Context: an optimization exercise on an open-source flow, tuned for small area. The choices shown serve that exercise and are no tape-out recipe. Where RTL was checked, it was by simulation tests only, not by an equivalence proof against the original. Power and IR drop assume default switching activity.

Setup of v29:
Design regfile_sb, start of the top module:
module regfile_sb (
  input  logic        clk,
  input  logic        rst,
  input  logic [9:0]  read_addr,
  output logic [63:0] read_data,
  output logic [1:0]  read_busy,
  input  logic        write,
  input  logic [4:0]  writereg,
  input  logic [31:0] writedata,
  input  logic        claim,
  input  logic [4:0]  claimreg,
  output logic [5:0]  busy_cnt
);
Size: about 3500 cells after synthesis, about 1100 flip-flops, about 130 I/O pins, roughly 0.042 sq mm of cells after synthesis.
Settings: LEC_CHECK=0, CAP_MARGIN=20, CELL_PAD_IN_SITES_DETAIL_PLACEMENT=1, CELL_PAD_IN_SITES_GLOBAL_PLACEMENT=2, CORE_MARGIN=2, CORE_UTILIZATION=35, PLACE_DENSITY=0.6, SLEW_MARGIN=20, SYNTH_HIERARCHICAL=1; clock period 10.0 ns.
standard.sh (not shown) runs the stock make flow with config.mk's settings and CLKGATE_MAP_FILE= SYNTH_SCRIPT=/design/flow/synth_recipe.tcl, a recipe that flattens the netlist after the stock synthesis.
==> flow/flow/run.sh <==
#!/bin/bash
# Standard layout (bash standard.sh), with three changes: port buffers are
# buf_1, the clock tree uses clkbuf_4 with sink clusters of at most 10 sinks
# within 40 um, and CTS inserts no dummy loads.
set -euo pipefail
bash standard.sh \
  "BUFFER_PORTS_ARGS=-buffer_cell sky130_fd_sc_hd__buf_1" \
  "CTS_ARGS=-sink_clustering_enable -repair_clock_nets -dont_use_dummy_load -buf_list sky130_fd_sc_hd__clkbuf_4 -sink_clustering_size 10 -sink_clustering_max_diameter 40" \
  finish > standard.log 2>&1
Looking at the reports, v29 completed the entire flow and the layout it produced met the timing, DRC and antenna checks.
#### Input delta (v4 over v29)
Settings: PLACE_DENSITY: 0.6 -> 0.5.
==> flow/flow/run.sh <==
#!/bin/bash
# Standard layout (bash standard.sh), with three changes: port buffers are
# buf_1, the clock tree uses clkbuf_8 with sink clusters of at most 16 sinks
# within 50 um, and CTS inserts no dummy loads.
set -euo pipefail
bash standard.sh \
  "BUFFER_PORTS_ARGS=-buffer_cell sky130_fd_sc_hd__buf_1" \
  "CTS_ARGS=-sink_clustering_enable -repair_clock_nets -dont_use_dummy_load -buf_list sky130_fd_sc_hd__clkbuf_8 -sink_clustering_size 16 -sink_clustering_max_diameter 50" \
  finish > standard.log 2>&1
Findings:
Per the comparison of v4 with v29, critical path depth picked up an extra 1; via count saw a decrease; total chip power picked up an extra about 5%; placed cell count up 0.37%; clock sink total flat. v4 vs v29 — area growth from synthesis to layout rose 2.0 points. v4 ends up with higher proportion of final cell area spent on non-clock buffers than v29 does. Routed wire length in v4 vs v29: up 2200 um. In the tables for v29 and v4, clock share of power reads higher with v4.
Setup changes, v4 to v14
Settings: PLACE_DENSITY now 0.7, was 0.5.
==> flow/flow/run.sh <==
#!/bin/bash
# Standard layout (bash standard.sh), with three changes: port buffers are
# buf_1, the clock tree uses clkbuf_4 with sink clusters of at most 10 sinks
# within 40 um, and CTS inserts no dummy loads.
set -euo pipefail
bash standard.sh \
  "BUFFER_PORTS_ARGS=-buffer_cell sky130_fd_sc_hd__buf_1" \
  "CTS_ARGS=-sink_clustering_enable -repair_clock_nets -dont_use_dummy_load -buf_list sky130_fd_sc_hd__clkbuf_4 -sink_clustering_size 10 -sink_clustering_max_diameter 40" \
  finish > standard.log 2>&1
[summary]
- In the flow results for v14 and v4, the proportion of power drawn by combinational gates is smaller on v4.
- Summary of v14 over v4: count of clock-buffer cells in the layout picked up an extra about 15%, global-route track usage on met2 fell by 7.0 points.
- In the tables for v14 and v4, share of the final layout cell area in sequential cells reads higher with v14.
- Diff v4 -> v14: clock power went down; routed length on met2 went down.
Edits applied to the flow inputs when going from v14 to v34:
Settings: PLACE_DENSITY changed from 0.7 to 0.5.
Results
- Compared with v14, in v34 fraction of area in registers now sits lower, highest achievable clock rate now sits at about the same level, first-pass GRT wire length now sits higher, final standard cell area without fillers now sits higher.
- Number of vias after detailed routing (lower): v14
- v34 vs v14: routed wire length up in v34

========
The RTL this note starts from:
==> flow/design.v <==
package mips_pkg;
  localparam int RF_DATA_W  = 32;
  localparam int RF_ADDR_W  = 5;
  localparam int RF_SP_REG  = 29;
  localparam int RF_SP_INIT = 1200;
  function automatic logic is_zero_reg(input logic [RF_ADDR_W-1:0] idx);
    is_zero_reg = (idx == '0);
  endfunction
endpackage
module regfile_scoreboard (
  input  logic        clk,
  input  logic        rst,
  input  logic [31:1] set_dec,
  input  logic [31:1] clr_dec,
  input  logic [31:1] clr_hold,
  input  logic        set_any,    
  input  logic        same,       
  output logic [31:1] busy,
  output logic [5:0]  busy_cnt
);
  logic [31:1] busy_q, busy_d;
  logic [5:0]  cnt_q;
  logic        set_busy, clr_busy, inc, dec;
  assign busy_d = set_dec | (busy_q & clr_hold);
  rf_or31 u_set_busy (.s(set_dec), .d(busy_q), .y(set_busy));
  rf_or31 u_clr_busy (.s(clr_dec), .d(busy_q), .y(clr_busy));
  assign inc      = set_any && !set_busy;
  assign dec      = clr_busy && !same;
  always_ff @(posedge clk or posedge rst) begin
    if (rst) begin
      busy_q <= '0;
      cnt_q  <= '0;
    end else begin
      busy_q <= busy_d;
      if (inc && !dec)      cnt_q <= cnt_q + 6'd1;
      else if (dec && !inc) cnt_q <= cnt_q - 6'd1;
    end
  end
  assign busy     = busy_q;
  assign busy_cnt = cnt_q;
endmodule
module rf_or31 (
  input  logic [31:1] s,
  input  logic [31:1] d,
  output logic        y
);
  logic [10:0] n;
  for (genvar j = 0; j < 10; j++) begin : g_t
    rf_aoi222 u_t (.a(s[3*j+1 +: 3]), .b(d[3*j+1 +: 3]), .y(n[j]));
  end
  assign n[10] = !(s[31] & d[31]);
  assign y = !(&n[3:0]) | !(&n[7:4]) | !(&n[10:8]);
endmodule
module regfile_sb (
  input  logic        clk,
  input  logic        rst,
  input  logic [9:0]  read_addr,
  output logic [63:0] read_data,
  output logic [1:0]  read_busy,
  input  logic        write,
  input  logic [4:0]  writereg,
  input  logic [31:0] writedata,
  input  logic        claim,
  input  logic [4:0]  claimreg,
  output logic [5:0]  busy_cnt
);
  localparam logic [31:0] SP_INIT = 32'(mips_pkg::RF_SP_INIT);
  localparam int          SP_REG  = mips_pkg::RF_SP_REG;
  logic [31:0] rf_q [1:31];
  logic [31:0] rf_n [1:31];
  logic [31:1] valid_q;
  logic [31:1] wdec;        
  logic [31:1] whold;       
  logic [31:1] cdec;        
  logic [31:1] busy;
  logic        wr_en;
  assign wr_en = write && (writereg != 5'd0);
  rf_dec2 u_wdec (.a(writereg), .en(write), .y(wdec), .yn(whold));
  rf_dec  u_cdec (.a(claimreg), .en(claim), .y(cdec));
  for (genvar i = 1; i < 32; i++) begin : g_word
    for (genvar b = 0; b < 32; b++) begin : g_bit
      rf_hold u_hold (
        .q (rf_q[i][b]),
        .h (whold[i]),
        .d (writedata[b]),
        .w (wdec[i]),
        .y (rf_n[i][b])
      );
    end
  end
  always_ff @(posedge clk) begin
    for (int i = 1; i < 32; i++) begin
      rf_q[i] <= rf_n[i];
    end
  end
  always_ff @(posedge clk or posedge rst) begin
    if (rst) valid_q <= '0;
    else     valid_q <= valid_q | wdec;
  end
  regfile_scoreboard u_scoreboard (
    .clk      (clk),
    .rst      (rst),
    .set_dec  (cdec),
    .clr_dec  (wdec),
    .clr_hold (whold),
    .set_any  (claim && (claimreg != 5'd0)),
    .same     (claim && write && (claimreg == writereg) && wr_en),
    .busy     (busy),
    .busy_cnt (busy_cnt)
  );
  for (genvar k = 0; k < 2; k++) begin : g_rd
    logic [4:0]  addr;
    logic        fwd;
    logic [31:1] vsel;      
    logic [32:0] sel;       
    logic        sp0;
    assign addr = read_addr[k*5 +: 5];
    assign fwd  = wr_en && !rst && (addr == writereg);
    rf_rdsel u_sel (.a(addr), .en(!fwd), .v(valid_q), .y(vsel), .sp0(sp0));
    assign sel = {sp0, fwd, vsel};
    for (genvar b = 0; b < 32; b++) begin : g_bit
      logic [31:0] d;
      for (genvar i = 1; i < 32; i++) begin : g_w
        assign d[i-1] = rf_q[i][b];
      end
      assign d[31] = writedata[b];
      rf_rdbit u_bit (
        .s ({sel[32] & SP_INIT[b], sel[31:0]}),
        .d ({1'b1, d}),
        .y (read_data[k*32 + b])
      );
    end
    assign read_busy[k] = busy[addr] && (addr != 5'd0) && !fwd;
  end
endmodule
module rf_dec (
  input  logic [4:0]  a,
  input  logic        en,
  output logic [31:1] y
);
  logic [3:0] lo;
  logic [7:0] hi;
  for (genvar j = 0; j < 4; j++) begin : g_lo
    assign lo[j] = (a[1:0] == 2'(j));
  end
  for (genvar j = 0; j < 8; j++) begin : g_hi
    assign hi[j] = en && (a[4:2] == 3'(j));
  end
  for (genvar i = 1; i < 32; i++) begin : g_y
    assign y[i] = lo[i % 4] & hi[i / 4];
  end
endmodule
module rf_dec2 (
  input  logic [4:0]  a,
  input  logic        en,
  output logic [31:1] y,
  output logic [31:1] yn
);
  logic [3:0] lo;
  logic [7:0] hi;
  for (genvar j = 0; j < 4; j++) begin : g_lo
    assign lo[j] = (a[1:0] == 2'(j));
  end
  for (genvar j = 0; j < 8; j++) begin : g_hi
    assign hi[j] = en && (a[4:2] == 3'(j));
  end
  for (genvar i = 1; i < 32; i++) begin : g_y
    assign y[i]  = lo[i % 4] & hi[i / 4];
    assign yn[i] = !(lo[i % 4] & hi[i / 4]);
  end
endmodule
module rf_rdsel (
  input  logic [4:0]  a,
  input  logic        en,
  input  logic [31:1] v,
  output logic [31:1] y,
  output logic        sp0
);
  localparam int SP_REG = mips_pkg::RF_SP_REG;
  logic [3:0] lo;
  logic [7:0] hi;
  for (genvar j = 0; j < 4; j++) begin : g_lo
    assign lo[j] = (a[1:0] == 2'(j));
  end
  for (genvar j = 0; j < 8; j++) begin : g_hi
    assign hi[j] = en && (a[4:2] == 3'(j));
  end
  for (genvar i = 1; i < 32; i++) begin : g_y
    assign y[i] = lo[i % 4] & hi[i / 4] & v[i];
  end
  assign sp0 = lo[SP_REG % 4] & hi[SP_REG / 4] & !v[SP_REG];
endmodule
module rf_hold (
  input  logic q,
  input  logic h,
  input  logic d,
  input  logic w,
  output logic y
);
  assign y = (q & h) | (d & w);
endmodule
module rf_aoi222 (
  input  logic [2:0] a,
  input  logic [2:0] b,
  output logic       y
);
  assign y = !((a[0] & b[0]) | (a[1] & b[1]) | (a[2] & b[2]));
endmodule
module rf_rdbit (
  input  logic [32:0] s,
  input  logic [32:0] d,
  output logic        y
);
  logic [10:0] n;
  for (genvar j = 0; j < 11; j++) begin : g_t
    rf_aoi222 u_t (.a(s[3*j +: 3]), .b(d[3*j +: 3]), .y(n[j]));
  end
  assign y = !(&n[3:0]) | !(&n[7:4]) | !(&n[10:8]);
endmodule
==> flow/config.mk <==
export PLATFORM = sky130hd
export DESIGN_NAME = regfile_sb
export DESIGN_NICKNAME = regfile_sb
export VERILOG_FILES = /design/flow/design.v
export SDC_FILE = /design/flow/constraint.sdc
export NUM_CORES = 4
export LEC_CHECK = 0
export CAP_MARGIN = 20
export CELL_PAD_IN_SITES_DETAIL_PLACEMENT = 1
export CELL_PAD_IN_SITES_GLOBAL_PLACEMENT = 2
export CORE_MARGIN = 2
export CORE_UTILIZATION = 35
export PLACE_DENSITY = 0.5
export SLEW_MARGIN = 20
export SYNTH_HIERARCHICAL = 1
==> flow/constraint.sdc <==
create_clock -name core_clock -period 10.0 [get_ports {clk}]
set_input_delay 2.0000 -clock core_clock [delete_from_list [all_inputs] [get_ports {clk}]]
set_output_delay 2.0000 -clock core_clock [all_outputs]
set_load 0.01 [all_outputs]
==> flow/flow/run.sh <==
#!/bin/bash
# Standard layout, with small port buffers, small clock buffers and no CTS
# dummy loads.
set -euo pipefail
bash standard.sh \
  "BUFFER_PORTS_ARGS=-buffer_cell sky130_fd_sc_hd__buf_1" \
  "CTS_ARGS=-sink_clustering_enable -repair_clock_nets -dont_use_dummy_load -buf_list {sky130_fd_sc_hd__clkbuf_4 sky130_fd_sc_hd__clkbuf_8}" \
  finish > standard.log 2>&1
The baseline completed with no timing, DRC or antenna violations.
Change:
==> flow/run.sh (new file) <==
#!/bin/bash
# synth_recipe.tcl (not shown) runs the flow's synth.tcl, then flattens the netlist and writes it again
# the make line also repeats each setting of config.mk as NAME=value (left out here)
make -C /OpenROAD-flow-scripts/flow DESIGN_CONFIG=/design/flow/config.mk WORK_HOME=/design/flow/orfs CLKGATE_MAP_FILE= SYNTH_SCRIPT=/design/flow/synth_recipe.tcl finish
removed: flow/flow/run.sh
removed: flow/standard.sh
Outcome: Core utilization went up by 2.0 points. Sequential power stays flat. Power goes up by about 14%. Routed wire length is lower by about 0.32%. Clock power rises by about 40%. Area after synthesis stays the same. Cell count rose by about 0.8%. Synthesized cell count is unchanged.

========
## 12-02
regfile_sb, a different RTL version from the one above (not shown whole).
Size in the first run: about 1100 flip-flops, about 130 I/O pins, about 42000 um^2 of cells after synthesis.
clock: 10.0 ns
lec_check: 0
cap_margin: 20
cell_pad_in_sites_detail_placement: 1
cell_pad_in_sites_global_placement: 2
core_margin: 2
core_utilization: 35
place_density: 0.5
slew_margin: 20
synth_hierarchical: 1
==> flow/flow/run.sh <==
#!/bin/bash
# Standard layout, with small port buffers and no CTS dummy loads.
set -euo pipefail
bash standard.sh \
  "BUFFER_PORTS_ARGS=-buffer_cell sky130_fd_sc_hd__buf_1" \
  "CTS_ARGS=-sink_clustering_enable -repair_clock_nets -dont_use_dummy_load" \
  finish > standard.log 2>&1
Having completed the whole flow, 12-02 delivered a layout that passed the timing, DRC and antenna checks.
The inputs of 09-14 differ from those of 12-02 as listed below.
==> flow/run.sh (new file) <==
#!/bin/bash
# synth_recipe.tcl (not shown) runs the flow's synth.tcl, then flattens the netlist and writes it again
# the make line also repeats each setting of config.mk as NAME=value (left out here)
make -C /OpenROAD-flow-scripts/flow DESIGN_CONFIG=/design/flow/config.mk WORK_HOME=/design/flow/orfs CLKGATE_MAP_FILE= SYNTH_SCRIPT=/design/flow/synth_recipe.tcl finish
removed: flow/flow/run.sh
removed: flow/standard.sh
==> notes.md <==
Clock share of power, 09-14 and 12-02, higher one = 09-14.
Compared with 12-02, in 09-14 sequential fraction of total cell area lost 1.8 points; number of clock buffers in the layout picked up an extra 46%.
Utilization (higher): 09-14
Number of sequential cells came out exactly the same in 09-14 and 12-02.
Going from 12-02 to 09-14, worst-case hold slack went down by 0.0055 ns; routed wire length went up by about 3%.
Function was not checked in any run of this note: the RTL went through the layout flow alone.

what the ideal ports hide:
The results above use ideal ports. As a check the final layouts listed here were re-extracted and re-timed, cells and wires unchanged.
Step 1 assumes that a clkbuf_16 drives the clock port and a buf_2 every other input.
Step 2 adds t to the input delays and takes it off the output delays; t is the mean of the earliest and latest rising clock arrival at the registers after step 1. Input paths then give back, and output paths get back, about the clock's delay inside the block.
Three values: ideal ports, drivers, drivers and shift; two values: the first two.
| run | shift t [ns] | setup slack, ns | worst hold slack (ns) | worst register clock-pin slew, ns | cell pins on the clock port's net |
|---|---|---|---|---|---|
| v29 | 1.243 | 1.241 / 1.215 / 1.215 | 0.489 / 0.489 / 0.489 | 0.12 / 0.12 | 1 |
| v4 | 0.932 | 1.239 / 1.209 / 1.209 | 0.483 / 0.483 / 0.483 | 0.10 / 0.10 | 1 |
| v14 | 1.202 | 1.343 / 1.316 / 1.316 | 0.488 / 0.488 / 0.488 | 0.12 / 0.12 | 1 |
| v34 | 1.242 | 1.323 / 1.293 / 1.293 | 0.487 / 0.487 / 0.487 | 0.11 / 0.11 | 1 |
| the first run of note 2 | 0.961 | 1.210 / 1.181 / 1.181 | 0.482 / 0.482 / 0.482 | 0.06 / 0.06 | 1 |
| the second run of note 2 | 0.836 | 0.537 / 0.513 / 0.513 | 0.482 / 0.482 / 0.482 | 0.07 / 0.07 | 1 |
| 12-02 | 0.811 | 1.440 / 1.411 / 1.411 | 0.487 / 0.487 / 0.487 | 0.06 / 0.06 | 1 |
| 09-14 | 0.823 | 0.794 / 0.724 / 0.724 | 0.481 / 0.481 / 0.481 | 0.07 / 0.07 | 1 |
After both steps every run listed still meets setup and hold. The setup slack of 09-14, which loses most, moves by -0.070 ns with the drivers and by -0.070 ns with both steps.
